From an optimization exercise on the open Yosys and OpenROAD flow, aimed at small area, a short achievable clock period and few clock cycles per item; shortcuts taken in it are not production practice. RTL that was checked went through simulation tests only; none was proved equivalent to the original. Function not checked in runs 1 and 2: the RTL went through the layout flow alone. No activity file was given, so power comes from the tool's default toggle rates.

## flow/design.v

```verilog
package lsra_pkg;
  localparam int MAX_REGS_DEF = 16;
  localparam int VAR_W      = 16;
  localparam int POINT_W    = 16;
  localparam int SLOT_W     = 16;
  localparam int REG_IDX_W  = 4;
  localparam int NUM_REGS_W = 5;
  localparam int CFG_AW = 3;
  localparam int CFG_DW = 32;
  localparam logic [NUM_REGS_W-1:0] NUM_REGS_RST = NUM_REGS_W'(16);
  localparam logic [SLOT_W-1:0]     SLOT_MAX     = '1;
  typedef enum logic [CFG_AW-3:0] {
    REG_NUM_REGS = 1'b0
  } cfg_reg_t;
  typedef struct packed {
    logic [VAR_W-1:0]     out_var;
    logic                 spilled;
    logic [REG_IDX_W-1:0] reg_index;
    logic [SLOT_W-1:0]    stack_slot;
    logic                 last;
  } result_t;
endpackage
module lsra_cfg (
  input  logic                                 clk,
  input  logic                                 rst_n,
  input  logic                                 psel,
  input  logic                                 penable,
  input  logic                                 pwrite,
  input  logic [lsra_pkg::CFG_AW-1:0]          paddr,
  input  logic [lsra_pkg::CFG_DW-1:0]          pwdata,
  output logic [lsra_pkg::CFG_DW-1:0]          prdata,
  output logic                                 pready,
  output logic [lsra_pkg::NUM_REGS_W-1:0]      num_regs
);
  logic [lsra_pkg::NUM_REGS_W-1:0] num_regs_r;
  logic [lsra_pkg::NUM_REGS_W-1:0] num_regs_nxt;
  logic [lsra_pkg::CFG_AW-3:0]     word;
  logic                            wr_en;
  assign pready   = 1'b1;
  assign word     = paddr[lsra_pkg::CFG_AW-1:2];
  assign wr_en    = psel & penable & pwrite;
  assign num_regs = num_regs_r;
  always_comb begin
    num_regs_nxt = num_regs_r;
    if (wr_en && (word == lsra_pkg::REG_NUM_REGS)) begin
      num_regs_nxt = pwdata[lsra_pkg::NUM_REGS_W-1:0];
    end
  end
  always_ff @(posedge clk) begin
    if (!rst_n) begin
      num_regs_r <= lsra_pkg::NUM_REGS_RST;
    end else begin
      num_regs_r <= num_regs_nxt;
    end
  end
  logic [lsra_pkg::NUM_REGS_W-1:0] rd_r;
  logic [lsra_pkg::NUM_REGS_W-1:0] rd_nxt;
  always_comb begin
    unique case (word)
      lsra_pkg::REG_NUM_REGS: rd_nxt = rst_n ? num_regs_nxt : lsra_pkg::NUM_REGS_RST;
      default:                rd_nxt = '0;
    endcase
  end
  always_ff @(posedge clk) begin
    rd_r <= rd_nxt;
  end
  assign prdata = lsra_pkg::CFG_DW'(rd_r);
endmodule
module lsra_ctrl #(
  parameter int MAX_REGS = lsra_pkg::MAX_REGS_DEF
) (
  input  logic                            clk,
  input  logic                            rst_n,
  input  logic [lsra_pkg::NUM_REGS_W-1:0] num_regs,
  input  logic                            in_valid,
  output logic                            in_ready,
  input  logic [lsra_pkg::VAR_W-1:0]      in_var_id,
  input  logic [lsra_pkg::POINT_W-1:0]    in_start_point,
  input  logic [lsra_pkg::POINT_W-1:0]    in_end_point,
  output logic                            out_valid,
  input  logic                            out_ready,
  output logic [lsra_pkg::VAR_W-1:0]      out_var,
  output logic                            out_spilled,
  output logic [lsra_pkg::REG_IDX_W-1:0]  out_reg_index,
  output logic [lsra_pkg::SLOT_W-1:0]     out_stack_slot,
  output logic                            out_last
);
  localparam int N   = 16;
  localparam int VW  = lsra_pkg::VAR_W;
  localparam int EPW = lsra_pkg::POINT_W;
  localparam int SW  = lsra_pkg::SLOT_W;
  localparam int QW  = VW + 2 + SW;
  logic           va_r;
  logic [VW-1:0]  avar_r;
  logic [EPW-1:0] astart_r;
  logic [EPW-1:0] aend_r;
  logic           vb_r;
  logic [VW-1:0]  bvar_r;
  logic [EPW-1:0] bend_r;
  logic [N-1:0]   vx_r;    
  logic [N-1:0]   gx_r;    
  logic [N-1:0]   valid_r;
  logic [EPW-1:0] tend_r [N];
  logic [VW-1:0]  tvar_r [N];
  logic [3:0]     rank_r [N];
  logic [N-1:0]   pw_r;
  logic [3:0]     pq_r;
  logic           ptop_r;
  logic [3:0]     er [N];
  logic [N-1:0]   valid_nx;
  logic [SW-1:0]  slot_r;
  logic [SW-1:0]  slot_inc;
  logic           pend2_r;
  logic [VW-1:0]  r2var_r;
  logic           hv_r, sv_r;
  logic [QW-1:0]  head_r, skid_r;
  logic           go, fire2, push, pop, move_ab, take;
  logic [N-1:0]   vexp, avail, below, gq, rg_oh, top_oh, w_oh;
  logic           grant, steal, spill, tg;
  logic [3:0]     rg, top;
  logic [3:0]     qnew;
  logic [VW-1:0]  top_var;
  logic [QW-1:0]  res;
  logic [N-1:0]   as_cmp, ae_cmp;
  logic           byp_s, byp_e;
  assign slot_inc = (slot_r == lsra_pkg::SLOT_MAX) ? slot_r : slot_r + 1'b1;
  assign go       = vb_r & ~pend2_r & ~sv_r;
  assign fire2    = pend2_r & ~sv_r;
  assign push     = go | fire2;
  assign pop      = hv_r & out_ready;
  assign move_ab  = va_r & (~vb_r | go);
  assign in_ready = ~va_r | ~vb_r | (~pend2_r & ~sv_r);
  assign take     = in_valid & in_ready;
  always_comb begin
    for (int r = 0; r < N; r++) begin
      below[r]  = 5'(r) < num_regs;
      er[r]     = pw_r[r] ? pq_r : rank_r[r];
      top_oh[r] = pw_r[r] ? ptop_r : (valid_r[r] & (rank_r[r] == 4'd0));
    end
  end
  assign vexp  = vx_r;
  assign avail = ~vexp & below;
  assign rg_oh = avail & (~avail + 1'b1);
  assign grant = |avail;
  assign gq    = gx_r;
  assign tg    = |(gq & top_oh);
  assign steal = ~grant & tg;
  assign spill = ~grant & ~tg;
  assign w_oh  = grant ? rg_oh : (tg ? top_oh : '0);
  assign valid_nx = go ? (vexp | rg_oh) : valid_r;
  always_comb begin
    rg = '0;
    for (int r = N - 1; r >= 0; r--) begin
      if (avail[r]) rg = 4'(r);
    end
  end
  always_comb begin
    top     = '0;
    top_var = '0;
    for (int r = 0; r < N; r++) begin
      top     = top | ({4{top_oh[r]}} & 4'(r));
      top_var = top_var | ({VW{top_oh[r]}} & tvar_r[r]);
    end
  end
  logic [N-1:0] cnt_t, rk_t;
  always_comb begin
    logic [N-1:0] x;
    logic         a, b;
    x = gq;
    for (int k = 2; k <= N; k = k * 2) begin
      for (int j = k / 2; j > 0; j = j / 2) begin
        for (int i = 0; i < N; i++) begin
          if (((i ^ j) > i)) begin
            a = x[i];
            b = x[i ^ j];
            if ((i & k) == 0) begin
              x[i]     = a | b;
              x[i ^ j] = a & b;
            end else begin
              x[i]     = a & b;
              x[i ^ j] = a | b;
            end
          end
        end
      end
    end
    cnt_t = x;
  end
  assign rk_t = grant ? cnt_t : {1'b0, cnt_t[N-1:1]};
  always_comb begin
    qnew[3] = rk_t[7];
    qnew[2] = (rk_t[3] & ~rk_t[7]) | rk_t[11];
    qnew[1] = (rk_t[1] & ~rk_t[3]) | (rk_t[5] & ~rk_t[7]) | (rk_t[9] & ~rk_t[11]) | rk_t[13];
    qnew[0] = (rk_t[0] & ~rk_t[1]) | (rk_t[2] & ~rk_t[3]) | (rk_t[4] & ~rk_t[5]) |
              (rk_t[6] & ~rk_t[7]) | (rk_t[8] & ~rk_t[9]) | (rk_t[10] & ~rk_t[11]) |
              (rk_t[12] & ~rk_t[13]) | rk_t[14];
  end
  always_comb begin
    if (grant)      res = {bvar_r, 1'b0, 1'b1, 12'd0, rg};
    else if (steal) res = {bvar_r, 1'b0, 1'b0, 12'd0, top};
    else            res = {bvar_r, 1'b1, 1'b1, slot_r};
    if (!go)        res = {r2var_r, 1'b1, 1'b1, slot_r};
  end
  always_comb begin
    for (int r = 0; r < N; r++) begin
      as_cmp[r] = tend_r[r] > astart_r;
      ae_cmp[r] = tend_r[r] > aend_r;
    end
  end
  assign byp_s = bend_r > astart_r;
  assign byp_e = bend_r > aend_r;
  always_ff @(posedge clk) begin
    if (!rst_n) begin
      va_r    <= 1'b0;
      vb_r    <= 1'b0;
      valid_r <= '0;
      pw_r    <= '0;
      slot_r  <= '0;
      pend2_r <= 1'b0;
      hv_r    <= 1'b0;
      sv_r    <= 1'b0;
    end else begin
      if (take)         va_r <= 1'b1;
      else if (move_ab) va_r <= 1'b0;
      if (move_ab)      vb_r <= 1'b1;
      else if (go)      vb_r <= 1'b0;
      if (go) begin
        pw_r    <= w_oh;
        valid_r <= valid_nx;
        pend2_r <= steal;
        if (spill) slot_r <= slot_inc;
      end else if (fire2) begin
        pend2_r <= 1'b0;
        slot_r  <= slot_inc;
      end
      if (pop) begin
        if (sv_r) begin
          sv_r <= 1'b0;
        end else begin
          hv_r <= push;
        end
      end else if (push) begin
        if (hv_r) sv_r <= 1'b1;
        else      hv_r <= 1'b1;
      end
    end
  end
  always_ff @(posedge clk) begin
    if (take) begin
      avar_r   <= in_var_id;
      astart_r <= in_start_point;
      aend_r   <= in_end_point;
    end
    if (move_ab) begin
      bvar_r <= avar_r;
      bend_r <= aend_r;
      for (int r = 0; r < N; r++) begin
        vx_r[r] <= valid_nx[r] & ((go && w_oh[r]) ? byp_s : as_cmp[r]);
        gx_r[r] <= valid_nx[r] & ((go && w_oh[r]) ? byp_s & byp_e : as_cmp[r] & ae_cmp[r]);
      end
    end
    if (go && steal) r2var_r <= top_var;
    if (pop) begin
      if (sv_r)      head_r <= skid_r;
      else if (push) head_r <= res;
    end else if (push) begin
      if (hv_r) skid_r <= res;
      else      head_r <= res;
    end
  end
  always_ff @(posedge clk) begin
    for (int r = 0; r < N; r++) begin
      if (go && w_oh[r]) begin
        tend_r[r] <= bend_r;
        tvar_r[r] <= bvar_r;
      end
      if (go) begin
        if (grant)      rank_r[r] <= er[r] + {3'd0, ~gq[r]};
        else if (steal) rank_r[r] <= er[r] - {3'd0, gq[r]};
        else            rank_r[r] <= er[r];
      end
    end
    if (go) begin
      pq_r   <= qnew;
      ptop_r <= grant ? ~cnt_t[0] : ~cnt_t[1];
    end
  end
  assign out_valid      = hv_r;
  assign out_var        = head_r[QW-1 -: VW];
  assign out_spilled    = head_r[SW+1];
  assign out_last       = head_r[SW];
  assign out_reg_index  = head_r[SW+1] ? 4'd0 : head_r[3:0];
  assign out_stack_slot = head_r[SW+1] ? head_r[SW-1:0] : '0;
endmodule
module linear_scan_register_allocator_unit #(
  parameter int MAX_REGS = lsra_pkg::MAX_REGS_DEF
) (
  input  logic                        clk,
  input  logic                        rst_n,
  input  logic                        in_valid,
  output logic                        in_ready,
  input  logic [lsra_pkg::VAR_W-1:0]   in_var_id,
  input  logic [lsra_pkg::POINT_W-1:0] in_start_point,
  input  logic [lsra_pkg::POINT_W-1:0] in_end_point,
  output logic                        out_valid,
  input  logic                        out_ready,
  output logic [lsra_pkg::VAR_W-1:0]   out_var,
  output logic                        out_spilled,
  output logic [lsra_pkg::REG_IDX_W-1:0] out_reg_index,
  output logic [lsra_pkg::SLOT_W-1:0]  out_stack_slot,
  output logic                        out_last,
  input  logic                        psel,
  input  logic                        penable,
  input  logic                        pwrite,
  input  logic [lsra_pkg::CFG_AW-1:0] paddr,
  input  logic [lsra_pkg::CFG_DW-1:0] pwdata,
  output logic [lsra_pkg::CFG_DW-1:0] prdata,
  output logic                        pready
);
  logic [lsra_pkg::NUM_REGS_W-1:0] num_regs;
  lsra_cfg u_cfg (
    .clk      (clk),
    .rst_n    (rst_n),
    .psel     (psel),
    .penable  (penable),
    .pwrite   (pwrite),
    .paddr    (paddr),
    .pwdata   (pwdata),
    .prdata   (prdata),
    .pready   (pready),
    .num_regs (num_regs)
  );
  lsra_ctrl #(
    .MAX_REGS (MAX_REGS)
  ) u_ctrl (
    .clk      (clk),
    .rst_n    (rst_n),
    .num_regs (num_regs),
    .in_valid       (in_valid),
    .in_ready       (in_ready),
    .in_var_id      (in_var_id),
    .in_start_point (in_start_point),
    .in_end_point   (in_end_point),
    .out_valid      (out_valid),
    .out_ready      (out_ready),
    .out_var        (out_var),
    .out_spilled    (out_spilled),
    .out_reg_index  (out_reg_index),
    .out_stack_slot (out_stack_slot),
    .out_last       (out_last)
  );
endmodule
```

## flow/run.sh

```bash
#!/bin/bash
# synth_recipe.tcl (not shown) runs the flow's synth.tcl, then flattens the netlist and writes it again
# the make line also repeats each setting of config.mk as NAME=value (left out here)
make -C /OpenROAD-flow-scripts/flow DESIGN_CONFIG=/design/flow/config.mk WORK_HOME=/design/flow/orfs CLKGATE_MAP_FILE= SYNTH_SCRIPT=/design/flow/synth_recipe.tcl finish
```

## flow/config.mk

```make
export PLATFORM = sky130hd
export DESIGN_NAME = linear_scan_register_allocator_unit
export DESIGN_NICKNAME = linear_scan_register_allocator_unit
export VERILOG_FILES = /design/flow/design.v
export SDC_FILE = /design/flow/constraint.sdc
export NUM_CORES = 4
export LEC_CHECK = 0
export CAP_MARGIN = 20
export CORE_MARGIN = 2
export CORE_UTILIZATION = 40
export SETUP_SLACK_MARGIN = 5
export SLEW_MARGIN = 20
```

## flow/constraint.sdc

```tcl
create_clock -name core_clock -period 8.0 [get_ports {clk}]
set_input_delay 1.6000 -clock core_clock [delete_from_list [all_inputs] [get_ports {clk}]]
set_output_delay 1.6000 -clock core_clock [all_outputs]
set_load 0.01 [all_outputs]
```

==> results of run 1 <==
-- metal layers --
layer  GRT usage, %  vias up
met5              0        -
met4           12.0        0
met3           4.56      479
met2           41.2     1863
met1           35.7    17300
li1               -    15600
-- power by group through the flow --
| stage | combinational, mW | sequential (mW) | clock [mW] |
|---|---|---|---|
| finish | 0.975 | 4.91 | 4.44 |
| detailed placement | 0.792 | 5.02 | 0 |
| global route | 1.05 | 4.91 | 4.65 |
| CTS | 0.911 | 4.91 | 4.48 |
| floorplan | 0.503 | 4.98 | 0 |
| global placement | 0.778 | 5.02 | 0 |
-- cell type report --
type | count | area (µm²)
clock inverter | 60 | 654
antenna | 1 | 2.50
fill | 9356 | 54900
sequential | 840 | 24600
timing repair buffer | 580 | 7110
timing repair inverter | 2 | 15.0
clock buffer | 114 | 2480
inverter | 117 | 465
tap | 1512 | 1890
multi-input combinational | 2649 | 22500
-- layout by cell type, fill, tap and decap left out, types with 28 or more instances in the layout --
cell type and instances:
nand4_1 147, clkdlybuf4s50_1 59, ha_1 608, and2_1 28, or3_1 28, buf_4 223, buf_6 105, dfxtp_1 54
nor2_1 147, nor2b_1 71, xor2_1 41, nor2_4 39, buf_12 90, a221oi_1 66, a21o_1 172, a21oi_1 161
conb_1 28, o21a_1 60, inv_1 111, a22o_1 65, buf_8 36, o21ai_0 132, nand2_1 164, and2_4 30
edfxtp_1 777, clkbuf_16 105, mux2i_1 77, a21oi_2 44, nand3_1 41
-- cell families after synthesis --
kind of cell             after synthesis  share of synthesized area (%)
other                                  2                         0.0162
adder cells (fa/ha/maj)              615                           16.6
multiplexers                         112                           2.50
buffers and inverters                284                           2.81
flip-flops                           840                           53.0
XOR/XNOR                              49                          0.925
AND/OR/NAND/NOR                      913                           10.6
AO/OA/AOI/OAI                        921                           13.6
-- through the flow --
stage	setup slack [ns]	std cells	total power, mW
after floorplan	4.70	3762	5.49
after global placement	3.10	5307	5.79
after detailed placement	3.06	5307	5.81
after CTS	4.74	5771	10.3
after global routing	4.49	5874	10.6
final	4.59	5875	10.3
-- timing repair --
item                       4_1_cts  5_1_grt
setup endpoints to repair      752      703
gates cloned                    37       11
pin swaps                       96       85
resized for setup              566      261
setup buffers                  253       91
-- worst max-delay path, delay by kind of cell, from the launching register on --
| kind | cells | cell delay (ns) |
|---|---|---|
| DFF | 1 | 0.42 |
| AOI/OAI and AO/OA | 4 | 0.60 |
| buffers and inverters | 6 | 0.97 |
| and+or+nand+nor | 6 | 1.25 |
-- worst paths after layout --
kind | startpoint | endpoint | slack, ns | cells after the start
setup / recovery | u_ctrl.ptop_r | u_ctrl.gx_r[12] | 4.59 | 16
hold / removal | u_ctrl.avar_r[6] | u_ctrl.bvar_r[6] | 0.40 | 0
setup reg to reg | u_ctrl.ptop_r | u_ctrl.gx_r[12] | 4.59 | 16
hold reg to reg | u_ctrl.avar_r[6] | u_ctrl.bvar_r[6] | 0.40 | 0
-- registers in the layout (all words and copies together) (netlist names), 34 cells and up --
register       cells
u_ctrl.skid_r     34
u_ctrl.head_r     34
u_ctrl.rank_r     64
u_ctrl.tend_r    256
u_ctrl.tvar_r    256
==> reports/results.tsv, run 1 <==
stage	metric	value	unit
floorplan	initial_core_util	40.5	%
run_status	status	timing/DRC/antenna clean	
routing	met3_wire_length	15.5	mm
floorplan	core_area	115000	µm²
pwr	share_clk_of_total_power	43.0	%
clock_tree	cts.root.buffer_cell	clkbuf_16	
setup_path	timing.critical_path.slowest_stage_cell	or4b_4	
clock_tree	clk-insertion-delay-late	0.71	ns
routing	topRoutingLayerUsed	met4	
timing	setup-violations-final	0	
floorplan	dieHeight	345	µm
clock_tree	max-clock-path-buffers	3	
clock_tree	tritoncts	done	
routing	vias	35300	
yosys	synth_cell_type_count	86	
routing	drt-met1-wl	65.2	mm
clock_tree	cts_max_level	3	
grt	number_of_global_route_vias_before_repair	33700	
timing	totalNegativeSetupSlack	0	ns
place	numPortBuffers	105	
yosys	synthCells	3736	
routing	route.met2.wl	72.0	mm
run	cap_viol_max_count	0	
grt	grt_max_degree	73	
place	post-dp-hpwl	87.7	mm
timing	hold_viol	0	
setup_path	critPathRequiredTime	8.54	ns
yosys	async_reset_ff_share	0	%
routing	postRouteWirelength	162	mm
clock_tree	cts-buffers-inserted	93	
pwr	vdd_ir_drop_max	0.186	mV
yosys	avgSynthCellArea	12.4	µm²
setup_path	worst_path_max_stage_delay	0.58	ns
yosys	yosysWarningCount	6	
pwr	power_density	173	nW/µm²
routing	first_iter_violations	4171	
final_layout	finish.instance_area	59700	µm²
timing	skew	0.0347	ns
grt	grt_antenna_before_repair	3	
floorplan	ios	163	
floorplan	floorplan.die_area	119000	µm²
setup_path	crit_chain	buf_6 > buf_12 > nand2_4 > o31ai_4 > buf_12 > a22oi_2 > nand4_1 > buf_4 > nor3_4 > nor2_4 > buf_8 > a21oi_4 > nor2_4 > buf_12 > or4b_4 > a21oi_2	
setup_path	critical_path.max_fanout	8	
final_layout	fin_util	52.1	%
setup_path	crit_path_end_kind	flop	
final_layout	layout-drive-gt1-share	23.5	%
setup_path	start_kind	flop	
grt	gr-usage-all-layers	26.3	%
yosys	dominantRegCellSynth	edfxtp_1	
timing	final_min_period	3.41	ns
clock_tree	post_cts_hold_buffer_count	0	
yosys	synth_enable_flop_cells	777	
timing	rsz_0062_raised_after_global_routing	yes	
setup_path	critical_path_at	3.95	ns
yosys	leading_area_contributor_after_synthesis	edfxtp_1	
yosys	yosysSeqAreaShare	53.0	%
clock_tree	cts.reportedPaths.clkPinSlew	0.06	ns
pwr	comb_power_share	9.4	%
timing	worst_margin_slew	1.15	ns
yosys	yosys_register_bits	840	
yosys	total_standard_cell_area_after_synthesis	46400	µm²
floorplan	std_cell_rows	124	
final_layout	area_growth	28.8	%
setup_path	most_used_cell_along_the_critical_path	buf_12	
final_layout	final_net_count	4982	
yosys	netlist.area_leader.share	50.3	%
routing	ant_nets	0	
grt	global_route.overflow_total	0	
routing	route.detailed.vias_per_inst	6.00	
routing	wl_per_cell	27.5	µm
timing	relSlewSlack	23.7	%
yosys	synth.most_common_cell	edfxtp_1	
grt	grt_pass1_wl	227	mm
routing	firstDrtPassIters	6	
routing	drt_drc_violations_left	0	
pwr	cell_internal_pwr	7.80	mW
timing	slew_viol_final	0	
yosys	post_synth_main_area_contributors	edfxtp_1, ha_1, a21o_1	
setup_path	crit_path_class	reg2reg	
pwr	netSwitchingPower	2.52	mW
timing	period_share	42.6	%
pwr	power.share.sequential	47.6	%
pwr	switching_power_as_a_share_of_total_power	24.4	%
place	place_area	49700	µm²
yosys	synth.cells.most_frequent	edfxtp_1, ha_1, a21oi_1	
worst_hold_path	worst_hold_path_type	reg2reg	
clock_tree	cts.sinks	840	
timing	fmaxAchievable	0.293	GHz
pwr	p_leak	23.5	nW
timing	timing.hold.ws	0.402	ns
floorplan	die_width	345	µm
place	gpl.final_weighted_congestion	0.883	
==> run 2, diff against run 1 <==
--- a/flow/design.v
+++ b/flow/design.v
@@ -91,3 +91,3 @@
   localparam int SW  = lsra_pkg::SLOT_W;
-  localparam int QW  = VW + 2 + SW;
+  localparam int QW  = VW + 2 + 4 + 4 + SW;
   logic           va_r;
@@ -109,3 +109,3 @@
   logic [3:0]     er [N];
-  logic [N-1:0]   valid_nx;
+  logic [N-1:0]   valid_nx, vv;
   logic [SW-1:0]  slot_r;
@@ -150,2 +150,3 @@
   assign valid_nx = go ? (vexp | rg_oh) : valid_r;
+  assign vv       = go ? vexp : valid_r;
   always_comb begin
@@ -197,8 +198,3 @@
   end
-  always_comb begin
-    if (grant)      res = {bvar_r, 1'b0, 1'b1, 12'd0, rg};
-    else if (steal) res = {bvar_r, 1'b0, 1'b0, 12'd0, top};
-    else            res = {bvar_r, 1'b1, 1'b1, slot_r};
-    if (!go)        res = {r2var_r, 1'b1, 1'b1, slot_r};
-  end
+  assign res = {go ? bvar_r : r2var_r, go & grant, go & tg, rg, top, slot_r};
   always_comb begin
@@ -257,4 +253,4 @@
       for (int r = 0; r < N; r++) begin
-        vx_r[r] <= valid_nx[r] & ((go && w_oh[r]) ? byp_s : as_cmp[r]);
-        gx_r[r] <= valid_nx[r] & ((go && w_oh[r]) ? byp_s & byp_e : as_cmp[r] & ae_cmp[r]);
+        vx_r[r] <= (go && w_oh[r]) ? byp_s : (vv[r] & as_cmp[r]);
+        gx_r[r] <= (go && w_oh[r]) ? (byp_s & byp_e) : (vv[r] & as_cmp[r] & ae_cmp[r]);
       end
@@ -287,8 +283,12 @@
   end
+  logic h_g, h_t, h_sp;
+  assign h_g  = head_r[SW+9];
+  assign h_t  = head_r[SW+8];
+  assign h_sp = ~h_g & ~h_t;
   assign out_valid      = hv_r;
   assign out_var        = head_r[QW-1 -: VW];
-  assign out_spilled    = head_r[SW+1];
-  assign out_last       = head_r[SW];
-  assign out_reg_index  = head_r[SW+1] ? 4'd0 : head_r[3:0];
-  assign out_stack_slot = head_r[SW+1] ? head_r[SW-1:0] : '0;
+  assign out_spilled    = h_sp;
+  assign out_last       = h_g | ~h_t;
+  assign out_reg_index  = h_g ? head_r[SW+7:SW+4] : (h_t ? head_r[SW+3:SW] : 4'd0);
+  assign out_stack_slot = h_sp ? head_r[SW-1:0] : '0;
 endmodule
--- a/flow/config.mk
+++ b/flow/config.mk
@@ -10,3 +10,3 @@
 export CORE_UTILIZATION = 40
-export SETUP_SLACK_MARGIN = 5
+export SETUP_SLACK_MARGIN = 4.75
 export SLEW_MARGIN = 20
==> reports/results.tsv, run 2 <==
stage	metric	value	unit	change
yosys	post_synth_xor_area_fraction	0.858	%	-0.068 points
timing	skew	0.0282	ns	-0.00654 ns
setup_path	critPathRequiredTime	6.40	ns	-2.14 ns
worst_hold_path	worst_hold_path_type	reg2reg		
floorplan	std_cell_rows	125		+0.81%
floorplan	die_width	347	µm	+0.63%
routing	first_iter_violations	3287		-21%
final_layout	mostFrequentLayoutCell	edfxtp_1		
yosys	synth_enable_flop_cells	793		+2.1%
run	cap_viol_max_count	0		unchanged
yosys	avgSynthCellArea	12.4	µm²	-0.52%
place	gpl.final_weighted_congestion	0.884		+0.19%
yosys	yosysWarningCount	6		unchanged
grt	number_of_global_route_vias_before_repair	33100		-1.8%
final_layout	fin_util	48.4	%	-3.7 points
setup_path	cp-startpoint	u_ctrl.head_r[25]		
final_layout	final_net_count	4860		-2.4%
setup_path	start_kind	flop		
floorplan	floorplan.die_area	120000	µm²	+1.3%
grt	grt_max_degree	60		-18%
setup_path	rr_endpoint	u_ctrl.pq_r[0]		
setup_path	critical_path.max_fanout	5		-3
setup_path	reg2regPathDepth	12		-4
timing	rsz_0062_raised_after_global_routing	yes		
clock_tree	cts.sinks	856		+1.9%
floorplan	initial_core_util	40.4	%	-0.088 points
clock_tree	max-clock-path-buffers	3		unchanged
timing	fmaxAchievable	0.288	GHz	-1.7%
routing	drt_drc_violations_left	0		unchanged
pwr	vdd_ir_drop_max	0.209	mV	+12%
routing	vias	33800		-4.1%
routing	postRouteWirelength	153	mm	-5.5%
yosys	dominantRegCellSynth	edfxtp_1		
setup_path	r2r-start	u_ctrl.gx_r[15]		
setup_path	crit_path_end_kind	primary output		
setup_path	r2r_slack	4.74	ns	+0.15 ns
place	numPortBuffers	105		unchanged
clock_tree	cts.reportedPaths.clkPinSlew	0.06	ns	about the same
yosys	synthCells	3803		+1.8%
grt	global_route.overflow_total	0		unchanged
timing	hold_viol	0		unchanged
routing	route.detailed.vias_per_inst	5.87		-2.3%
yosys	total_standard_cell_area_after_synthesis	47000	µm²	+1.3%
pwr	p_leak	21.7	nW	-7.7%
timing	setup-violations-final	0		unchanged
yosys	yosysSeqAreaShare	53.4	%	+0.36 points
timing	slew_viol_final	0		unchanged
routing	firstDrtPassIters	6		unchanged
routing	wl_per_cell	26.5	µm	-3.7%
clock_tree	tritoncts	done		
yosys	synth.mux.area_fraction	1.80	%	-0.71 points
clock_tree	cts-buffers-inserted	92		-1.1%
final_layout	top_regs	u_ctrl.tend_r x256, u_ctrl.tvar_r x256, u_ctrl.rank_r x64		
final_layout	most-common-layout-cells	edfxtp_1, ha_1, nand2_1, buf_4, o21ai_0		
final_layout	multiInputGateArea	21700	µm²	-3.5%
final_layout	area_growth	19.9	%	
yosys	synth.cells.most_frequent	edfxtp_1, ha_1, nand2_1		
pwr	power_density	185	nW/µm²	+7.2%
setup_path	crit_chain	buf_4 > a22o_1 > dlygate4sd2_1		
grt	gr-usage-all-layers	24.8	%	-1.6 points
timing	final_min_period	3.47	ns	+0.0578 ns
yosys	synth_compound_gate_area_share	13.6	%	-0.040 points
setup_path	crit_path_class	reg2out		
run_status	status	timing/DRC/antenna clean		
yosys	synth_top_family_by_area	adder cells		
timing	relSlewSlack	32.0	%	+8.3 points
timing	totalNegativeSetupSlack	0	ns	unchanged
clock_tree	cts.root.buffer_cell	clkbuf_16		
timing	period_share	43.3	%	+0.72 points
floorplan	ios	163		unchanged
grt	grt_pass1_wl	219	mm	-3.9%
yosys	yosys_register_bits	856		+1.9%
routing	ant_nets	0		unchanged
setup_path	worst_path_max_stage_delay	0.52	ns	-0.06 ns
yosys	async_reset_ff_share	0	%	unchanged
final_layout	layout-drive-gt1-share	15.7	%	-7.8 points
clock_tree	cts_max_level	3		unchanged
setup_path	timing.critical_path.slowest_stage_cell	edfxtp_1		
yosys	netlist.area_leader.share	50.7	%	+0.39 points
setup_path	critical_path_at	1.87	ns	-2.08 ns
grt	grt_antenna_before_repair	4		+1
yosys	post_synth_fa_ha_maj_area_fraction	16.3	%	-0.22 points
yosys	post_synth_main_area_contributors	edfxtp_1, ha_1, dfxtp_1		
clock_tree	clk-insertion-delay-late	0.68	ns	-0.03 ns
yosys	synth_simple_gate_area_share	11.3	%	+0.74 points
yosys	leading_area_contributor_after_synthesis	edfxtp_1		
final_layout	ff_latch_area	25100	µm²	+2.0%
timing	worst_margin_slew	1.01	ns	-0.136 ns
place	post-dp-hpwl	90.9	mm	+3.7%
setup_path	endpoint	out_reg_index[3]		
final_layout	filler_cell_count	10200		+9.1%
floorplan	core_area	116000	µm²	+1.5%
clock_tree	post_cts_hold_buffer_count	0		unchanged
floorplan	dieHeight	347	µm	+0.63%
yosys	synth.most_common_cell	edfxtp_1		
yosys	synth_cell_type_count	98		+14%
==> run 2: area by class of cell <==
cell class	instances	area share [%]
multi-input combinational	2703	38.5
sequential	856	44.6
inverter	117	0.813
clock buffer	107	4.31
tap	1524	3.38
timing repair buffer	391	7.03
antenna	2	0.00888
clock inverter	63	1.36
==> run 2: kinds of logic after synthesis <==
group,after synthesis
mux,83
other cells,2
fa+ha+maj,614
xor+xnor,46
buf+inv,281
simple gates,980
compound gates,941
flops,856
==> run 2: worst min path at each step <==
stage | cells after the start | startpoint | endpoint | slack, ns
2_1_floorplan | 0 | u_ctrl.avar_r[0] | u_ctrl.bvar_r[0] | 0.40
3_3_place_gp | 0 | u_ctrl.avar_r[4] | u_ctrl.bvar_r[4] | 0.41
3_5_place_dp | 0 | u_ctrl.avar_r[13] | u_ctrl.bvar_r[13] | 0.41
4_1_cts | 0 | u_ctrl.avar_r[4] | u_ctrl.bvar_r[4] | 0.41
5_1_grt | 0 | u_ctrl.avar_r[4] | u_ctrl.bvar_r[4] | 0.41
6_report | 0 | u_ctrl.avar_r[4] | u_ctrl.bvar_r[4] | 0.40
==> run 2: metrics by stage <==
stage               hold slack (ns)  power, mW  setup WS, ns  instance area [µm²]  std cells
floorplan                     0.400       5.57          4.67                47100       3829
global placement              0.405       5.89          3.19                50100       5387
detailed placement            0.405       5.91          3.14                50100       5387
CTS                           0.406       10.4          4.45                55400       5704
global route                  0.408       10.8          4.47                56300       5762
finish                        0.400       10.4          4.53                56300       5763
==> run 2: where the power goes <==
| part | leakage (nW) | internal [mW] | switching [mW] |
|---|---|---|---|
| registers | 7.75 | 4.94 | 0.0711 |
| clock network | 1.55 | 2.64 | 1.88 |
| logic | 12.4 | 0.343 | 0.557 |
| total | 21.7 | 7.93 | 2.51 |
==> run 2: worst max-delay path, delay by kind of cell, from the launching register on <==
kind / cells / cell delay, ns
compound gates: 1 / 0.20
buf+inv: 2 / 0.48
flops: 1 / 0.52
==> run 2: what timing repair did <==
item / in CTS / in global routing
resized for setup: 257 / 121
pin swaps: 41 / 59
endpoints found under the setup margin: 752 / 535
buffers inserted: 130 / 55
gates cloned: 17 / 1
==> run 2: layer usage <==
metal	GRT usage (%)	routed length [µm]
met1	33.1	63400
met2	39.6	69400
met3	3.51	11400
met4	12.2	8710
met5	0	11
==> run 3, diff against run 2 <==
--- a/flow/design.v
+++ b/flow/design.v
@@ -55,14 +55,8 @@
   end
-  logic [lsra_pkg::NUM_REGS_W-1:0] rd_r;
-  logic [lsra_pkg::NUM_REGS_W-1:0] rd_nxt;
   always_comb begin
     unique case (word)
-      lsra_pkg::REG_NUM_REGS: rd_nxt = rst_n ? num_regs_nxt : lsra_pkg::NUM_REGS_RST;
-      default:                rd_nxt = '0;
+      lsra_pkg::REG_NUM_REGS: prdata = lsra_pkg::CFG_DW'(num_regs_r);
+      default:                prdata = '0;
     endcase
   end
-  always_ff @(posedge clk) begin
-    rd_r <= rd_nxt;
-  end
-  assign prdata = lsra_pkg::CFG_DW'(rd_r);
 endmodule
--- a/flow/config.mk
+++ b/flow/config.mk
@@ -7,2 +7,3 @@
 export LEC_CHECK = 0
+export ABC_AREA = 1
 export CAP_MARGIN = 20
@@ -10,3 +11,3 @@
 export CORE_UTILIZATION = 40
-export SETUP_SLACK_MARGIN = 4.75
+export SETUP_SLACK_MARGIN = 4.5
 export SLEW_MARGIN = 20
==> reports/results.tsv, run 3 <==
stage	metric	value	unit	change
run_status	status	timing/DRC/antenna clean		
setup_path	start_kind	primary input		
worst_hold_path	hold_start	u_ctrl.avar_r[1]		
setup_path	crit_path_class	in2out		
place	place_area	50900	µm²	+1.5%
timing	hold_viol	0		unchanged
clock_tree	cts-buffers-inserted	95		+3.3%
place	placed_cells	6280		+17%
yosys	total_standard_cell_area_after_synthesis	47800	µm²	+1.8%
timing	fmaxAchievable	0.284	GHz	-1.6%
floorplan	initial_core_util	40.4	%	+0.069 points
pwr	cell_internal_pwr	7.93	mW	about the same
final_layout	mostFrequentLayoutCell	nand2_1		
pwr	power_density	193	nW/µm²	+4.3%
worst_hold_path	worst_hold_path_type	reg2reg		
yosys	yosys_register_bits	851		-0.58%
setup_path	cp-startpoint	paddr[2]		
clock_tree	tritoncts	done		
pwr	power.share.sequential	47.9	%	about the same
yosys	post_synth_main_area_contributors	edfxtp_1, ha_1, nand2_1		
final_layout	most-common-layout-cells	nand2_1, edfxtp_1, ha_1, inv_1, a21oi_1		
yosys	synthCells	4678		+23%
final_layout	multiInputGateArea	20800	µm²	-4.0%
pwr	switching_power_as_a_share_of_total_power	24.9	%	+0.89 points
setup_path	crit_chain	buf_12 > nor2_4 > buf_6		
timing	totalNegativeSetupSlack	0	ns	unchanged
routing	first_iter_violations	3083		-6.2%
grt	number_of_global_route_vias_before_repair	34000		+2.6%
setup_path	critical_path_at	1.93	ns	+0.06 ns
run	cap_viol_max_count	0		unchanged
timing	period_share	44.1	%	+0.73 points
pwr	comb_power_share	9.6	%	+1.0 points
clock_tree	cts.reportedPaths.clkPinSlew	0.05	ns	about the same
yosys	synth.most_common_cell	nand2_1		
grt	global_route.overflow_total	0		unchanged
yosys	yosysWarningCount	6		unchanged
clock_tree	cts.root.buffer_cell	clkbuf_16		
timing	worst_margin_slew	1.13	ns	+0.123 ns
yosys	avgSynthCellArea	10.2	µm²	-17%
setup_path	worst_path_max_stage_delay	0.12	ns	-0.40 ns
final_layout	top_regs	u_ctrl.tend_r x256, u_ctrl.tvar_r x256, u_ctrl.rank_r x64		
setup_path	timing.critical_path.slowest_stage_cell	buf_6		
place	placement.setup.worst_slack	2.97	ns	-0.171 ns
routing	ant_nets	0		unchanged
setup_path	r2r_slack	4.64	ns	-0.10 ns
pwr	vdd_ir_drop_max	0.176	mV	-16%
timing	setup-violations-final	0		unchanged
setup_path	worst_path_dominant_cell_family	buffers and inverters		
pwr	netSwitchingPower	2.63	mW	+5.0%
final_layout	area_growth	14.4	%	
routing	route.detailed.vias_per_inst	5.48		-6.5%
grt	grt_antenna_before_repair	2		-2
grt	grt_pass1_wl	208	mm	-4.8%
yosys	leading_area_contributor_after_synthesis	edfxtp_1		
grt	gr-usage-all-layers	22.8	%	-2.0 points
setup_path	timing.critical_path.buf_inv	2		unchanged
setup_path	crit_path_end_kind	primary output		
floorplan	ios	163		unchanged
final_layout	fin_util	46.3	%	-2.2 points
yosys	synth.cells.most_frequent	nand2_1, edfxtp_1, ha_1		
final_layout	ff_latch_area	25000	µm²	-0.51%
floorplan	floorplan.die_area	122000	µm²	+1.8%
timing	timing.hold.ws	0.417	ns	+0.0164 ns
timing	final_min_period	3.53	ns	+0.0580 ns
clock_tree	post_cts_hold_buffer_count	0		unchanged
routing	vias	35600		+5.3%
place	post-dp-hpwl	90.8	mm	-0.10%
routing	wl_per_cell	21.7	µm	-18%
clock_tree	cts.sinks	851		-0.58%
routing	postRouteWirelength	141	mm	-7.7%
place	numPortBuffers	105		unchanged
yosys	yosysSeqAreaShare	52.2	%	-1.1 points
pwr	share_clk_of_total_power	42.5	%	-0.8 points
final_layout	filler_cell_count	10900		+6.6%
routing	drt_drc_violations_left	0		unchanged
yosys	synth_enable_flop_cells	793		unchanged
routing	firstDrtPassIters	6		unchanged
timing	worst_slack_setup_final	4.47	ns	-0.0580 ns
setup_path	critical_path.max_fanout	6		+1
floorplan	dieHeight	350	µm	+0.88%
timing	rsz_0062_raised_after_global_routing	yes		
clock_tree	clk-insertion-delay-late	0.71	ns	+0.03 ns
timing	skew	0.0433	ns	+0.0151 ns
clock_tree	cts_max_level	3		unchanged
clock_tree	max-clock-path-buffers	3		unchanged
pwr	power	10.6	mW	+1.3%
final_layout	layout-drive-gt1-share	7.79	%	-8.0 points
yosys	netlist.area_leader.share	49.8	%	-0.89 points
final_layout	final_net_count	5577		+15%
floorplan	core_area	118000	µm²	+1.6%
yosys	async_reset_ff_share	0	%	unchanged
floorplan	die_width	350	µm	+0.88%
final_layout	finish.instance_area	54700	µm²	-2.9%
floorplan	std_cell_rows	126		+0.80%
yosys	synth_cell_type_count	65		-34%
grt	grt_max_degree	61		+1.7%
final_layout	post_layout_cell_count	6491		+13%
setup_path	critPathRequiredTime	6.40	ns	about the same
pwr	p_leak	22.8	nW	+5.0%
setup_path	r2r-start	u_ctrl.pw_r[13]		
timing	slew_viol_final	0		unchanged
yosys	dominantRegCellSynth	edfxtp_1		
place	gpl.final_weighted_congestion	0.964		+9.1%
timing	relSlewSlack	24.4	%	-7.5 points
## run 3: cell count changes in the layout (fill, tap and decap cells not counted), moves of 89 or more
| cell | change |
|---|---|
| a21o_1 | -89 |
| buf_4 | -112 |
| nand3_1 | +151 |
| nor2b_1 | -97 |
| nand2_1 | +872 |
| a21oi_1 | +106 |
| inv_1 | +300 |
## run 3: area by class of cell
class	count	area share, %
clock buffers	122	4.57
well taps	1536	3.51
clock inverters	51	1.26
diodes	1	0.00458
flip-flops and latches	851	45.7
repair buffers	224	3.85
multi-input cells	3270	38.1
inverters	436	3.06
## run 3: final timing paths
check	endpoint	cells past startpoint
max reg2reg	u_ctrl.vx_r[13]	13
max	prdata[0]	3
min	u_ctrl.bvar_r[1]	0
min reg2reg	u_ctrl.bvar_r[1]	0
## run 3: cells by family (layout without fill, tap and decap cells)
logic type,after synthesis,in the layout,share of synthesized area (%)
AO/OA/AOI/OAI,747,747,9.42
XOR/XNOR,77,77,1.41
adder cells (fa/ha/maj),609,609,15.9
buffers and inverters,586,833,5.05
flip-flops,851,851,52.2
multiplexers,2,2,0.0419
other,2,29,0.0157
AND/OR/NAND/NOR,1804,1807,15.9
## run 3: power groups by stage
| stage | Combinational (mW) | Clock, mW | Sequential [mW] |
|---|---|---|---|
| final | 1.02 | 4.49 | 5.06 |
| after global routing | 1.14 | 4.73 | 5.07 |
| after CTS | 1.00 | 4.56 | 5.06 |
| after detailed placement | 0.991 | 0 | 5.15 |
| after global placement | 0.964 | 0 | 5.15 |
| after floorplan | 0.642 | 0 | 5.12 |
## run 3: timing repair
item | CTS | global route
setup endpoints to repair | 689 | 614
setup buffers | 22 | 9
pin swaps | 10 | 11
cloned | 2 | 4
gates resized for setup | 121 | 64
## run 3: metal layers
metal  vias to the layer above  GRT usage (%)  routed length, µm  share of wire (%)
met1                     17200           31.7              62900                 45
met4                         2           8.03               4930                3.5
li1                      17000              -                  -                  -
met2                      1191           36.4              63400                 45
met5                         -              0                 13             0.0092
met3                       234           3.00               9910                7.0
Testbench counts of run 3, summed over its fixed seeds: cycles 14,328, items 12,000.
==> run 4, diff against run 3 <==
--- a/flow/config.mk
+++ b/flow/config.mk
@@ -7,3 +7,2 @@
 export LEC_CHECK = 0
-export ABC_AREA = 1
 export CAP_MARGIN = 20
==> reports/results.tsv, run 4 <==
stage	metric	value	unit	change
setup_path	start_kind	flop		
grt	grt_max_degree	61		unchanged
floorplan	std_cell_rows	124		-1.6%
timing	totalNegativeSetupSlack	0	ns	unchanged
timing	setup-violations-final	0		unchanged
yosys	synthCells	3732		-20%
routing	first_iter_violations	3465		+12%
yosys	netlist.area_leader.share	51.4	%	+1.6 points
setup_path	crit_path_end_kind	primary output		
routing	wl_per_cell	25.8	µm	+19%
routing	postRouteWirelength	144	mm	+2.4%
routing	drt_drc_violations_left	0		unchanged
timing	worst_margin_slew	1.15	ns	+0.0204 ns
pwr	p_leak	21.0	nW	-7.9%
setup_path	critical_path.max_fanout	5		-1
setup_path	crit_path_class	reg2out		
final_layout	filler_cell_count	10200		-6.1%
timing	slew_viol_final	0		unchanged
floorplan	dieHeight	344	µm	-1.5%
grt	grt_pass1_wl	209	mm	+0.22%
yosys	synth.most_common_cell	edfxtp_1		
pwr	switching_power_as_a_share_of_total_power	24.3	%	-0.63 points
place	post-dp-hpwl	86.3	mm	-5.0%
yosys	async_reset_ff_share	0	%	unchanged
clock_tree	cts_max_level	3		unchanged
yosys	yosysWarningCount	6		unchanged
floorplan	ios	163		unchanged
worst_hold_path	worst_hold_path_type	reg2reg		
routing	route.detailed.vias_per_inst	5.91		+7.7%
floorplan	core_area	115000	µm²	-3.0%
clock_tree	max-clock-path-buffers	3		unchanged
pwr	power.share.sequential	50.2	%	+2.3 points
final_layout	most-common-layout-cells	edfxtp_1, ha_1, nand2_1, a21oi_1, buf_4		
clock_tree	cts-buffers-inserted	92		-3.2%
yosys	yosysSeqAreaShare	53.9	%	+1.7 points
place	gpl.final_weighted_congestion	0.878		-9.0%
yosys	dominantRegCellSynth	edfxtp_1		
setup_path	critical_path_at	1.97	ns	+0.04 ns
routing	ant_nets	0		unchanged
timing	skew	0.0763	ns	+0.0330 ns
timing	period_share	44.6	%	+0.58 points
final_layout	layout-drive-gt1-share	12.5	%	+4.7 points
timing	hold_viol	0		unchanged
timing	relSlewSlack	23.2	%	-1.3 points
yosys	total_standard_cell_area_after_synthesis	46300	µm²	-3.1%
final_layout	mostFrequentLayoutCell	edfxtp_1		
setup_path	critPathRequiredTime	6.40	ns	about the same
timing	final_min_period	3.57	ns	+0.0463 ns
pwr	cell_internal_pwr	7.51	mW	-5.3%
place	numPortBuffers	105		unchanged
floorplan	floorplan.die_area	119000	µm²	-3.0%
clock_tree	cts.root.buffer_cell	clkbuf_16		
timing	fmaxAchievable	0.280	GHz	-1.3%
floorplan	initial_core_util	40.4	%	about the same
routing	vias	33000		-7.2%
worst_hold_path	hold_start	u_ctrl.avar_r[8]		
pwr	power	9.93	mW	-6.1%
grt	global_route.overflow_total	0		unchanged
pwr	power_density	184	nW/µm²	-5.0%
clock_tree	clk-insertion-delay-late	0.70	ns	about the same
grt	number_of_global_route_vias_before_repair	31400		-7.6%
grt	grt_antenna_before_repair	5		+3
final_layout	top_regs	u_ctrl.tend_r x256, u_ctrl.tvar_r x256, u_ctrl.rank_r x64		
pwr	netSwitchingPower	2.41	mW	-8.4%
yosys	synth.cells.most_frequent	edfxtp_1, ha_1, nand2_1		
timing	rsz_0062_raised_after_global_routing	yes		
yosys	synth_cell_type_count	81		+25%
final_layout	area_growth	16.7	%	
yosys	yosys_register_bits	851		unchanged
clock_tree	cts.reportedPaths.clkPinSlew	0.06	ns	about the same
clock_tree	post_cts_hold_buffer_count	0		unchanged
pwr	comb_power_share	8.5	%	-1.1 points
clock_tree	tritoncts	done		
yosys	leading_area_contributor_after_synthesis	edfxtp_1		
setup_path	r2r-start	u_ctrl.gx_r[12]		
final_layout	final_net_count	4706		-16%
routing	firstDrtPassIters	6		unchanged
clock_tree	cts.sinks	851		unchanged
yosys	post_synth_main_area_contributors	edfxtp_1, ha_1, dfxtp_1		
final_layout	n_antenna_cell	0		-1
pwr	vdd_ir_drop_max	0.171	mV	-3.4%
pwr	share_clk_of_total_power	41.3	%	-1.2 points
run	cap_viol_max_count	0		unchanged
grt	gr-usage-all-layers	24.0	%	+1.2 points
yosys	avgSynthCellArea	12.4	µm²	+22%
run_status	status	timing/DRC/antenna clean		
setup_path	cp-startpoint	u_ctrl.head_r[25]		
floorplan	die_width	344	µm	-1.5%
yosys	synth_enable_flop_cells	793		unchanged
-- run 4: logic make-up after synthesis --
logic type	synth area share, %
adders and majority gates	16.6
and+or+nand+nor	11.0
muxes	1.99
AOI/OAI and AO/OA	13.0
buffers and inverters	2.72
DFF	53.9
other	0.0162
xor gates and xnor gates	0.869
-- run 4: area by class of cell --
type	instances	area, µm²	area share, %
clock inverter	45	427	0.789
timing repair buffer	315	3040	5.62
tap	1512	1890	3.50
clock buffer	123	2430	4.49
multi-input combinational	2630	20800	38.5
sequential	851	25000	46.2
inverter	117	462	0.854
-- run 4: power by group through the flow --
stage	clock network, mW	logic [mW]	registers [mW]
3_3_place_gp	0	0.754	5.08
3_5_place_dp	0	0.766	5.09
4_1_cts	4.18	0.812	4.98
6_report	4.10	0.840	4.98
5_1_grt	4.33	0.921	4.98
2_1_floorplan	0	0.475	5.05
-- run 4: stage by stage --
step                setup WS [ns]  hold slack (ns)  utilization (%)  std cells  cell area [µm²]
finish                       4.43            0.417             47.2       5593            54100
global route                 4.36            0.425             47.2       5593            54100
CTS                          4.41            0.418             46.7       5566            53600
detailed placement           2.93            0.406             43.2       5309            49600
global placement             2.95            0.402             43.2       5309            49600
floorplan                    4.52            0.400                -       3758            46600
-- run 4: per-layer routing --
layer  GRT usage [%]  up-vias  part of all wire (%)  wire [µm]
li1                -    15100                     -          -
met1            34.4    16300                    45      64400
met2            37.2     1360                    44      63700
met3            3.62      257                   7.8      11200
met4            7.64        4                   3.5       5100
met5               0        -                 0.019         27
-- run 4: worst paths after layout --
check                                   endpoint  slack [ns]  cells after the start
worst max-delay path            out_reg_index[0]        4.43                      4
worst min-delay path            u_ctrl.bvar_r[8]        0.42                      0
worst max register to register    u_ctrl.pq_r[0]        4.53                     11
worst min register to register  u_ctrl.bvar_r[8]        0.42                      0
-- run 4: worst max-delay path, cell delays in order, from the launching register on --
cell	delay [ns]
edfxtp_1	0.48
buf_4	0.18
buf_4	0.13
a22o_1	0.22
dlygate4sd2_1	0.29
-- run 4: repair_timing --
action / 4_1_cts / 5_1_grt
gates cloned: 7 / 3
setup buffers: 82 / 24
setup endpoints to repair: 672 / 447
resized for setup: 159 / 77
pin swaps: 16 / 19
==> run 5, diff against run 4 <==
--- a/flow/design.v
+++ b/flow/design.v
@@ -110,3 +110,3 @@
   logic [QW-1:0]  head_r, skid_r;
-  logic           go, fire2, push, pop, move_ab, take;
+  logic           go, fire2, push, adv, move_ab;
   logic [N-1:0]   vexp, avail, below, gq, rg_oh, top_oh, w_oh;
@@ -123,6 +123,5 @@
   assign push     = go | fire2;
-  assign pop      = hv_r & out_ready;
+  assign adv      = ~hv_r | out_ready;
   assign move_ab  = va_r & (~vb_r | go);
   assign in_ready = ~va_r | ~vb_r | (~pend2_r & ~sv_r);
-  assign take     = in_valid & in_ready;
   always_comb begin
@@ -212,4 +211,3 @@
     end else begin
-      if (take)         va_r <= 1'b1;
-      else if (move_ab) va_r <= 1'b0;
+      if (in_ready)     va_r <= in_valid;
       if (move_ab)      vb_r <= 1'b1;
@@ -225,11 +223,7 @@
       end
-      if (pop) begin
-        if (sv_r) begin
-          sv_r <= 1'b0;
-        end else begin
-          hv_r <= push;
-        end
+      if (adv) begin
+        hv_r <= sv_r | push;
+        sv_r <= 1'b0;
       end else if (push) begin
-        if (hv_r) sv_r <= 1'b1;
-        else      hv_r <= 1'b1;
+        sv_r <= 1'b1;
       end
@@ -238,3 +232,3 @@
   always_ff @(posedge clk) begin
-    if (take) begin
+    if (in_ready) begin
       avar_r   <= in_var_id;
@@ -252,9 +246,4 @@
     if (go && steal) r2var_r <= top_var;
-    if (pop) begin
-      if (sv_r)      head_r <= skid_r;
-      else if (push) head_r <= res;
-    end else if (push) begin
-      if (hv_r) skid_r <= res;
-      else      head_r <= res;
-    end
+    if (adv)  head_r <= sv_r ? skid_r : res;
+    if (push) skid_r <= res;
   end
==> reports/results.tsv, run 5 <==
stage	metric	value	unit	change
run_status	status	timing/DRC/antenna clean		
worst_hold_path	hold_start	u_ctrl.avar_r[1]		
final_layout	n_antenna_cell	0		unchanged
yosys	avgSynthCellArea	12.6	µm²	+1.1%
timing	rsz_0062_raised_after_global_routing	yes		
pwr	power	10.2	mW	+3.0%
final_layout	final_net_count	4698		-0.17%
timing	worst_margin_slew	1.13	ns	-0.0231 ns
timing	setup-violations-final	0		unchanged
floorplan	die_width	345	µm	+0.25%
clock_tree	clk-insertion-delay-late	0.70	ns	about the same
floorplan	dieHeight	345	µm	+0.25%
timing	worst_slack_setup_final	4.43	ns	+0.00252 ns
grt	grt_pass1_wl	210	mm	+0.57%
timing	fmaxAchievable	0.280	GHz	about the same
final_layout	top_regs	u_ctrl.tend_r x256, u_ctrl.tvar_r x256, u_ctrl.rank_r x64		
yosys	synth_cell_type_count	88		+8.6%
grt	grt_antenna_before_repair	1		-4
routing	drt_drc_violations_left	0		unchanged
place	place_area	49900	µm²	+0.65%
final_layout	finish.instance_area	54800	µm²	+1.5%
clock_tree	cts_max_level	3		unchanged
yosys	yosysSeqAreaShare	53.6	%	-0.27 points
yosys	post_synth_main_area_contributors	edfxtp_1, ha_1, dfxtp_1		
clock_tree	post_cts_hold_buffer_count	0		unchanged
grt	grt_max_degree	90		+48%
setup_path	r2r-start	u_cfg.num_regs_r[2]		
routing	route.detailed.vias_per_inst	5.84		-1.1%
yosys	leading_area_contributor_after_synthesis	edfxtp_1		
timing	slew_viol_final	0		unchanged
setup_path	rr_endpoint	u_ctrl.vx_r[12]		
timing	relSlewSlack	24.5	%	+1.3 points
place	numPortBuffers	105		unchanged
clock_tree	cts-buffers-inserted	95		+3.3%
yosys	synth_enable_flop_cells	793		unchanged
setup_path	worst_path_max_stage_delay	0.58	ns	+0.10 ns
setup_path	critical_path_at	4.02	ns	+2.05 ns
timing	final_min_period	3.57	ns	-0.00252 ns
grt	number_of_global_route_vias_before_repair	32100		+2.4%
setup_path	r2r_slack	4.43	ns	-0.10 ns
setup_path	crit_path_class	reg2reg		
yosys	dominantRegCellSynth	edfxtp_1		
yosys	synth.most_common_cell	edfxtp_1		
yosys	yosysWarningCount	6		unchanged
setup_path	start_kind	flop		
setup_path	crit_chain	nor3_4 > buf_6 > a21oi_2 > or4_4 > or3_4 > nand2b_4 > nor2_4 > buf_12 > buf_6 > a22oi_2 > nor2_4 > buf_12 > mux2_4		
setup_path	reg2regPathDepth	13		+2
setup_path	timing.critical_path.buf_inv	4		+1
place	placement.setup.worst_slack	2.77	ns	-0.155 ns
final_layout	mostFrequentLayoutCell	edfxtp_1		
final_layout	filler_cell_count	10200		-0.36%
floorplan	ios	163		unchanged
routing	firstDrtPassIters	5		-1
pwr	power_density	186	nW/µm²	+1.5%
setup_path	worst_path_dominant_cell_family	simple AND/OR/NAND/NOR gates		
clock_tree	cts.sinks	851		unchanged
worst_hold_path	holdPathEnd	u_ctrl.bvar_r[1]		
floorplan	floorplan.die_area	119000	µm²	+0.49%
yosys	async_reset_ff_share	0	%	unchanged
yosys	synthCells	3711		-0.56%
final_layout	area_growth	17.8	%	
place	gpl.final_weighted_congestion	0.867		-1.3%
routing	vias	32700		-0.95%
place	post-dp-hpwl	89.0	mm	+3.1%
routing	ant_nets	0		unchanged
timing	totalNegativeSetupSlack	0	ns	unchanged
floorplan	initial_core_util	40.2	%	-0.23 points
setup_path	critPathRequiredTime	8.45	ns	+2.05 ns
run	cap_viol_max_count	0		unchanged
routing	postRouteWirelength	144	mm	-0.13%
grt	gr-usage-all-layers	23.7	%	-0.22 points
final_layout	most-common-layout-cells	edfxtp_1, ha_1, nand2_1, a21oi_1		
routing	wl_per_cell	25.8	µm	-0.27%
routing	first_iter_violations	3215		-7.2%
pwr	vdd_ir_drop_max	0.165	mV	-3.4%
timing	period_share	44.6	%	about the same
clock_tree	tritoncts	done		
setup_path	crit_path_end_kind	flop		
worst_hold_path	hold_path_depth	0		unchanged
clock_tree	cts.reportedPaths.clkPinSlew	0.06	ns	about the same
clock_tree	cts.root.buffer_cell	clkbuf_16		
yosys	netlist.area_leader.share	51.1	%	-0.26 points
timing	hold_viol	0		unchanged
floorplan	core_area	116000	µm²	+1.1%
clock_tree	max-clock-path-buffers	3		unchanged
floorplan	std_cell_rows	125		+0.81%
setup_path	timing.critical_path.slowest_stage_cell	or4_4		
timing	skew	0.0544	ns	-0.0219 ns
setup_path	critical_path.max_fanout	10		+5
final_layout	layout-drive-gt1-share	14.3	%	+1.7 points
worst_hold_path	worst_hold_path_type	reg2reg		
yosys	total_standard_cell_area_after_synthesis	46600	µm²	+0.50%
yosys	synth.cells.most_frequent	edfxtp_1, ha_1, nand2_1		
yosys	yosys_register_bits	851		unchanged
grt	global_route.overflow_total	0		unchanged
pwr	p_leak	21.3	nW	+1.7%
run 5: how the worst max path moves through the flow:
stage	start	endpoint	slack, ns	depth (start not counted)
3_5_place_dp	u_cfg.num_regs_r[3]	u_ctrl.vx_r[12]	2.77	10
3_3_place_gp	u_cfg.num_regs_r[3]	u_ctrl.vx_r[12]	2.82	10
4_1_cts	u_ctrl.head_r[25]	out_stack_slot[0]	4.39	5
2_1_floorplan	u_cfg.num_regs_r[3]	u_ctrl.vx_r[12]	4.40	12
5_1_grt	u_ctrl.gx_r[15]	u_ctrl.pq_r[0]	4.34	12
6_report	u_cfg.num_regs_r[2]	u_ctrl.vx_r[12]	4.43	13
run 5: layout make-up:
class                      count  area, µm²  share of cell area [%]
sequential                   851      25000                    45.6
timing repair buffer         316       3040                    5.54
clock inverter                60        641                    1.17
clock buffer                 115       2510                    4.58
tap                         1524       1910                    3.48
timing repair inverter         3       22.5                  0.0411
inverter                     111        450                   0.821
multi-input combinational   2621      21300                    38.8
run 5: worst register-to-register path: cells and delay by family (launching register included):
kind                   cells  cell delay (ns)
AOI/OAI and AO/OA          2             0.14
buffers and inverters      4             0.61
DFF                        1             0.39
muxes                      1             0.31
and+or+nand+nor            6             1.88
run 5: through the flow:
step	utilization [%]	cells	hold slack, ns
final	47.3	5601	0.419
after global routing	47.3	5601	0.426
after CTS	47.0	5583	0.419
after detailed placement	43.1	5298	0.405
after global placement	43.1	5298	0.400
after floorplan	-	3737	0.400
run 5: logic make-up after synthesis:
logic type / synth area share, %
flip-flops: 53.6
AND/OR/NAND/NOR: 10.5
other: 0.0161
AO/OA/AOI/OAI: 13.1
buffers and inverters: 2.64
XOR/XNOR: 0.884
multiplexers: 2.75
adder cells (fa/ha/maj): 16.5
run 5: routing by layer:
metal | global-route usage, % | part of all wire (%) | up-vias | wire length [µm]
met1 | 32.4 | 43 | 16200 | 62500
li1 | - | - | 15000 | -
met4 | 8.29 | 3.6 | 2 | 5180
met2 | 37.9 | 45 | 1249 | 65300
met5 | 0 | 0.0083 | - | 12
met3 | 4.36 | 7.8 | 268 | 11300
run 5: report_power, final:
group          switching (mW)  internal [mW]  leakage [nW]
registers              0.0562           4.92          7.88
clock network            1.87           2.57          1.55
logic                   0.493          0.308          11.9
total                    2.42           7.80          21.3
run 5: repair_timing:
item,CTS,global route
pin swaps,22,13
gates cloned,11,1
buffers inserted,99,17
resized for setup,149,93
setup endpoints to repair,682,306
Testbench counts of run 5, summed over its fixed seeds: cycles 14,328, items 12,000.
==> run 6, diff against run 5 <==
--- a/flow/config.mk
+++ b/flow/config.mk
@@ -7,2 +7,3 @@
 export LEC_CHECK = 0
+export ABC_AREA = 1
 export CAP_MARGIN = 20
==> reports/results.tsv, run 6 <==
stage	metric	value	unit	change
grt	most_used_routing_layer	met2		
grt	number_of_global_route_vias_before_repair	34100		+6.0%
yosys	yosysSeqAreaShare	52.1	%	-1.5 points
grt	use_met2	37.1	%	-0.80 points
run_status	status	timing/DRC/antenna clean		
routing	drt_drc_violations_left	0		unchanged
place	place_area	51100	µm²	+2.3%
grt	gr-usage-all-layers	23.1	%	-0.68 points
pwr	power.share.sequential	49.0	%	+0.4 points
setup_path	worst_path_max_stage_delay	0.45	ns	-0.13 ns
clock_tree	tritoncts	done		
timing	setup-violations-final	0		unchanged
timing	fmaxAchievable	0.283	GHz	+1.2%
final_layout	multiInputGateArea	21200	µm²	-0.52%
routing	postRouteWirelength	144	mm	-0.54%
pwr	comb_power_share	7.8	%	about the same
place	numPortBuffers	105		unchanged
yosys	synth.cells.most_frequent	nand2_1, edfxtp_1, ha_1		
yosys	yosys_register_bits	851		unchanged
final_layout	most-common-layout-cells	nand2_1, edfxtp_1, ha_1, inv_1, nor2_1		
timing	totalNegativeSetupSlack	0	ns	unchanged
pwr	p_leak	22.9	nW	+7.2%
final_layout	top_regs	u_ctrl.tend_r x256, u_ctrl.tvar_r x256, u_ctrl.rank_r x64		
routing	wl_per_cell	21.8	µm	-15%
clock_tree	max-clock-path-buffers	3		unchanged
setup_path	crit_path_class	reg2out		
pwr	cell_internal_pwr	7.70	mW	-1.3%
run	cap_viol_max_count	0		unchanged
yosys	leading_area_contributor_after_synthesis	edfxtp_1		
place	gpl.final_weighted_congestion	0.912		+5.2%
pwr	power_density	185	nW/µm²	-0.59%
setup_path	timing.critical_path.buf_inv	5		+1
timing	hold_viol	0		unchanged
yosys	async_reset_ff_share	0	%	unchanged
clock_tree	clk-insertion-delay-late	0.70	ns	about the same
yosys	dominantRegCellSynth	edfxtp_1		
yosys	total_standard_cell_area_after_synthesis	47900	µm²	+2.8%
grt	grt_antenna_before_repair	2		+1
routing	route.detailed.vias_per_inst	5.42		-7.2%
setup_path	timing.critical_path.slowest_stage_cell	edfxtp_1		
floorplan	floorplan.die_area	123000	µm²	+2.8%
clock_tree	cts.sinks	851		unchanged
final_layout	layout-drive-gt1-share	7.95	%	-6.3 points
routing	ant_nets	0		unchanged
setup_path	critical_path_at	1.93	ns	-2.09 ns
routing	vias	35700		+9.2%
grt	global_route.overflow_total	0		unchanged
pwr	switching_power_as_a_share_of_total_power	24.2	%	+0.48 points
floorplan	ios	163		unchanged
clock_tree	post_cts_hold_buffer_count	0		unchanged
timing	period_share	44.1	%	-0.52 points
floorplan	std_cell_rows	126		+0.80%
worst_hold_path	worst_hold_path_type	reg2reg		
yosys	synth_cell_type_count	64		-27%
setup_path	start_kind	flop		
place	post-dp-hpwl	92.2	mm	+3.6%
setup_path	r2r_slack	4.58	ns	+0.15 ns
final_layout	final_net_count	5610		+19%
grt	grt_max_degree	57		-37%
yosys	synth.most_common_cell	nand2_1		
timing	worst_margin_slew	1.12	ns	-0.00451 ns
setup_path	critPathRequiredTime	6.40	ns	-2.05 ns
timing	rsz_0062_raised_after_global_routing	yes		
yosys	avgSynthCellArea	10.2	µm²	-19%
pwr	netSwitchingPower	2.46	mW	+1.4%
yosys	yosysWarningCount	6		unchanged
routing	firstDrtPassIters	5		unchanged
timing	relSlewSlack	25.0	%	+0.53 points
final_layout	n_antenna_cell	0		unchanged
floorplan	dieHeight	350	µm	+1.4%
floorplan	die_width	350	µm	+1.4%
final_layout	ff_latch_area	25000	µm²	about the same
grt	grtUsageMet3	3.65	%	-0.71 points
floorplan	initial_core_util	40.5	%	+0.27 points
setup_path	crit_chain	nor2_4 > buf_6 > buf_6 > buf_8 > clkinv_8 > nor2_1 > buf_2		
final_layout	finish.instance_area	54800	µm²	about the same
pwr	vdd_ir_drop_max	0.181	mV	+9.8%
grt	grt_pass1_wl	210	mm	about the same
final_layout	filler_cell_count	11000		+7.9%
clock_tree	cts-buffers-inserted	94		-1.1%
setup_path	critical_path.max_fanout	8		-2
yosys	synth_enable_flop_cells	793		unchanged
yosys	post_synth_main_area_contributors	edfxtp_1, ha_1, nand2_1		
floorplan	core_area	118000	µm²	+2.2%
setup_path	crit_path_end_kind	primary output		
timing	final_min_period	3.53	ns	-0.0415 ns
pwr	share_clk_of_total_power	43.3	%	-0.2 points
setup_path	most_used_cell_along_the_critical_path	buf_6		
grt	gr-usage-met1	31.5	%	-0.93 points
timing	slew_viol_final	0		unchanged
yosys	synthCells	4702		+27%
final_layout	area_growth	14.5	%	
setup_path	worst_path_dominant_cell_family	buffers and inverters		
yosys	netlist.area_leader.share	49.7	%	-1.4 points
timing	skew	0.0266	ns	-0.0278 ns
clock_tree	cts.reportedPaths.clkPinSlew	0.06	ns	about the same
routing	first_iter_violations	3322		+3.3%
clock_tree	cts.root.buffer_cell	clkbuf_16		
final_layout	mostFrequentLayoutCell	nand2_1		
clock_tree	cts_max_level	3		unchanged
[run 6: cells by family after synthesis]
logic type	share of synthesized area, %
AO/OA/AOI/OAI	8.72
XOR/XNOR	1.41
adder cells (fa/ha/maj)	15.9
buffers and inverters	4.64
flip-flops	52.1
multiplexers	0.0209
other	0.0157
AND/OR/NAND/NOR	17.1
[run 6: worst register-to-register path: cells and delay by family (launching register included)]
| kind | cells | cell delay (ns) |
|---|---|---|
| AND/OR/NAND/NOR | 4 | 1.41 |
| buffers and inverters | 2 | 0.58 |
| AO/OA/AOI/OAI | 2 | 0.94 |
| flip-flops | 1 | 0.37 |
[run 6: power groups by stage]
stage	Sequential (mW)	Clock (mW)	Combinational, mW
global placement	5.06	0	0.740
CTS	4.97	4.46	0.772
detailed placement	5.07	0	0.763
global route	4.98	4.63	0.882
floorplan	5.05	0	0.479
finish	4.97	4.39	0.789
[run 6: stage by stage]
step                      total power, mW  util (%)  worst slack (ns)  instances  hold slack (ns)
final                                10.2      46.3              4.47       6592            0.419
after CTS                            10.2      46.0              4.35       6583            0.418
after detailed placement             5.83      43.1              3.35       6384            0.405
after global placement               5.80      43.1              3.35       6384            0.404
after global routing                 10.5      46.3              4.38       6592            0.424
after floorplan                      5.53         -              4.54       4728            0.400
[run 6: timing repair]
item                       4_1_cts  5_1_grt
setup buffers                   18        6
pin swaps                       17        4
setup endpoints to repair      659      549
resized for setup              145       76
gates cloned                     4        3
[run 6: per-layer routing]
layer	up-vias	part of all wire (%)
met5	-	0
met4	0	3.8
met3	280	7.5
met2	1302	45
met1	17100	43
li1	17100	-
[run 6: worst paths after layout]
check | start | end | cells after the start
max | u_ctrl.head_r[25] | out_stack_slot[12] | 7
min | u_ctrl.avar_r[0] | u_ctrl.bvar_r[0] | 0
max reg2reg | u_ctrl.sv_r | u_ctrl.gx_r[8] | 8
min reg2reg | u_ctrl.avar_r[0] | u_ctrl.bvar_r[0] | 0
[run 6: final cells by class]
| cell class | instances | share of cell area (%) |
|---|---|---|
| inverters | 396 | 2.78 |
| repair inverters | 1 | 0.0205 |
| repair buffers | 216 | 3.68 |
| clock inverters | 62 | 1.09 |
| flip-flops and latches | 851 | 45.6 |
| well taps | 1600 | 3.65 |
| clock buffers | 115 | 4.57 |
| multi-input cells | 3351 | 38.6 |

-- port drivers added, routing unchanged --
No port has a modelled driver above. Below, the same layouts with a new extraction and two added sets of constraints.
Step 1 (the two cells are an assumption about what drives the block):
set clk [get_ports {clk}]
set_driving_cell -lib_cell sky130_fd_sc_hd__clkbuf_16 $clk
set_driving_cell -lib_cell sky130_fd_sc_hd__buf_2 [delete_from_list [all_inputs] $clk]
Step 2, shift: input delay + t, output delay - t, t = (earliest + latest rising clock arrival at the registers) / 2. This alone moves slack from input paths to output paths.
Three values: ideal, step 1, step 2; two values: the first two.
| run | t, ns | setup slack, ns | latest minus earliest clock arrival (ns) | pins driven straight from the clock port |
|---|---|---|---|---|
| run 1 | 0.766 | 4.591 / 4.591 / 4.404 | 0.035 / 0.035 | 1 |
| run 2 | 0.740 | 4.533 / 4.460 / 4.286 | 0.028 / 0.028 | 1 |
| run 3 | 0.760 | 4.475 / 4.425 / 4.150 | 0.043 / 0.043 | 1 |
| run 4 | 0.732 | 4.428 / 4.358 / 4.330 | 0.077 / 0.076 | 1 |
| run 5 | 0.754 | 4.431 / 4.394 / 4.394 | 0.056 / 0.055 | 1 |
| run 6 | 0.752 | 4.472 / 4.404 / 4.440 | 0.026 / 0.027 | 1 |
After both steps every run listed still meets setup and hold. For run 3, which loses most, drivers alone change the setup slack by -0.050 ns; drivers and shift together by -0.325 ns.
